Background: an optimization exercise with open tools, aiming at small area. Do not read the settings as production practice.
At most, simulation tests tie the RTL to the original design; equivalence was not proved.

the baseline:
## processor
module processor (
    input  logic        clock,
    input  logic        rst_n,
    output logic [31:0] address_imem,
    input  logic [31:0] q_imem,
    output logic [31:0] address_dmem,
    output logic [31:0] data,
    output logic        wren,
    input  logic [31:0] q_dmem,
    output logic        ctrl_writeEnable,
    output logic [4:0]  ctrl_writeReg,
    output logic [4:0]  ctrl_readRegA,
    output logic [4:0]  ctrl_readRegB,
    output logic [31:0] data_writeReg,
    input  logic [31:0] data_readRegA,
    input  logic [31:0] data_readRegB
);
==> flow/config.mk <==
export PLATFORM = sky130hd
export DESIGN_NAME = processor
export DESIGN_NICKNAME = processor
export VERILOG_FILES = /design/flow/design.v
export SDC_FILE = /design/flow/constraint.sdc
export NUM_CORES = 4
export LEC_CHECK = 0
export CAP_MARGIN = 0
export CORE_MARGIN = 2
export CORE_UTILIZATION = 70
export CTS_BUF_LIST = sky130_fd_sc_hd__clkbuf_8
export PLACE_DENSITY = 0.8
export SLEW_MARGIN = 0
==> flow/constraint.sdc <==
create_clock -name core_clock -period 10.0 [get_ports {clock}]
set_input_delay 2.0000 -clock core_clock [delete_from_list [all_inputs] [get_ports {clock}]]
set_output_delay 2.0000 -clock core_clock [all_outputs]
set_load 0.01 [all_outputs]
standard.sh (not shown) runs the stock make flow with config.mk's settings and CLKGATE_MAP_FILE= SYNTH_SCRIPT=/design/flow/synth_recipe.tcl, a recipe that flattens the netlist after the stock synthesis.
==> flow/flow/run.sh <==
#!/bin/bash
# Standard ORFS layout with three changes: ABC maps the logic with flow/area.abc,
# the port buffers use the smallest buffer cell, and clock tree synthesis adds
# no dummy loads. Each tool's output goes to a log file in this folder.
set -euo pipefail
here=$(pwd)
# the standard synthesis script, with abc's -script replaced
cat > "$here/synth_area.tcl" <<EOF
proc abc {args} {
    set i [lsearch -exact \$args -script]
    if {\$i >= 0} {
        lset args [expr {\$i + 1}] {$here/flow/area.abc}
    }
    yosys abc {*}\$args
}
source {$here/synth_recipe.tcl}
EOF
export BUFFER_PORTS_ARGS="-buffer_cell sky130_fd_sc_hd__buf_1"
export CTS_ARGS="-sink_clustering_enable -repair_clock_nets -buf_list sky130_fd_sc_hd__clkbuf_8 -dont_use_dummy_load"
bash standard.sh "SYNTH_SCRIPT=$here/synth_area.tcl" synth > synth.log 2>&1
bash standard.sh "BUFFER_PORTS_ARGS=$BUFFER_PORTS_ARGS" "CTS_ARGS=$CTS_ARGS" finish > layout.log 2>&1
==> flow/flow/area.abc <==
strash
&get -n
&st
&dch -f
&nf -R 1000
&put
strash
&get -n
&st
&dch -f
&nf -R 1000
&put
topo
The baseline: all stages complete, timing, DRC and antenna checks passed
## Diff of input files: the candidate against the baseline
--- a/flow/design.v
+++ b/flow/design.v
@@ -159,13 +159,13 @@
     logic eq, lt, taken;
     assign eq    = &pp;                                      
     assign lt    = (y[31] ^ port[31]) ? y[31] : sum[31];     
     assign taken = (is_bne && !eq) || (is_blt && !lt && !eq);
     logic        is_sll, is_sra, is_shift;
     logic [4:0]  rot;
-    logic [31:0] rotl, sh_out;
+    logic [31:0] rotl, keepv, fillv;
     logic [3:0]  low_ok;      
     logic [7:0]  nib_ok;      
     logic        fill;
     assign is_sll   = is_r && (fn == 5'd4);
     assign is_sra   = is_r && (fn == 5'd5);
     assign is_shift = is_sll || is_sra;
@@ -178,22 +178,23 @@
         for (int i = 0; i < 4; i++) low_ok[i] = (2'(i) >= rot[1:0]);
         for (int n = 0; n < 8; n++) nib_ok[n] = (n + int'(rot[4:2])) < 8;
         for (int i = 0; i < 32; i++) begin
             logic keep;
             keep = nib_ok[i/4] && (i >= 4 || low_ok[i]);
             if (is_sra) keep = !keep || (sh == 5'd0);
-            sh_out[i] = keep ? rotl[i] : fill;
+            keepv[i] = keep && is_shift;
+            fillv[i] = !keep && is_shift && fill;
         end
     end
     logic en_sum, en_and, en_or;
     assign en_sum = !is_r || (fn == 5'd0) || is_sub;
     assign en_and = is_r && (fn == 5'd2);
     assign en_or  = is_r && (fn == 5'd3);
     logic [31:0] alu;
     assign alu = ({32{en_sum}} & sum) | ({32{en_and}} & y & port) | ({32{en_or}} & (y | port))
-               | ({32{is_shift}} & sh_out);
+               | (keepv & rotl) | fillv;
     logic writes;
     assign writes = (is_r || is_addi || is_lw || is_jal) && ((rd != 5'd0) || is_jal);
     logic [2:0] after_e2, after_r16;
     always_comb begin
         case (rot[3:2])
             2'd0:    after_r16 = S_P;
### Flow results
- As far as proportion of layout cells with a drive suffix above 1 is concerned, the candidate and the baseline perform about the same.
- Re combined global-route utilization of all metal layers: the baseline was lower than the candidate.
- On count of plain and timing-repair buffers in the layout: between the baseline and the candidate, it ends up higher for the candidate.
- Worst setup path endpoint: x[27] -> the baseline, x[31] -> the candidate
- Diff the baseline -> the candidate: hold slack lost 0.041 ns, fraction of the mapped netlist area in simple logic gates picked up an extra 3.0 points.
- Critical path depth (higher): the candidate
- Beginning of the critical path: q_imem[30] -> the baseline, q_imem[31] -> the candidate
Only the layout flow was run in the candidate; the RTL was not checked for function there.

[separate check: timing with driven ports]
How much do the figures lean on ideal ports? The routed layouts below were timed once more, with nothing changed but the port constraints. Step 1 (the two cells are an assumption about what drives the block):
set clk [get_ports {clock}]
set_driving_cell -lib_cell sky130_fd_sc_hd__clkbuf_16 $clk
set_driving_cell -lib_cell sky130_fd_sc_hd__buf_2 [delete_from_list [all_inputs] $clk]
Step 2 adds t to the input delays and takes it off the output delays; t is the mean of the earliest and latest rising clock arrival at the registers after step 1. Input paths then give back, and output paths get back, about the clock's delay inside the block. a / b / c = ideal / step 1 / step 2; a / b = the first two.
run | t, ns | slack for setup (ns) | worst hold slack (ns) | latest minus earliest clock arrival (ns) | worst data-port slew with drivers (ns)
the baseline | 0.417 | 1.829 / 1.841 / 1.424 | 0.522 / 0.522 / 0.522 | 0.033 / 0.033 | 0.05
the candidate | 0.411 | 1.548 / 1.565 / 1.154 | 0.482 / 0.482 / 0.482 | 0.024 / 0.024 | 0.08
After both steps setup and hold are still met in every run listed. The setup slack of the baseline, which loses most, moves by +0.012 ns with the drivers and by -0.405 ns with both steps.
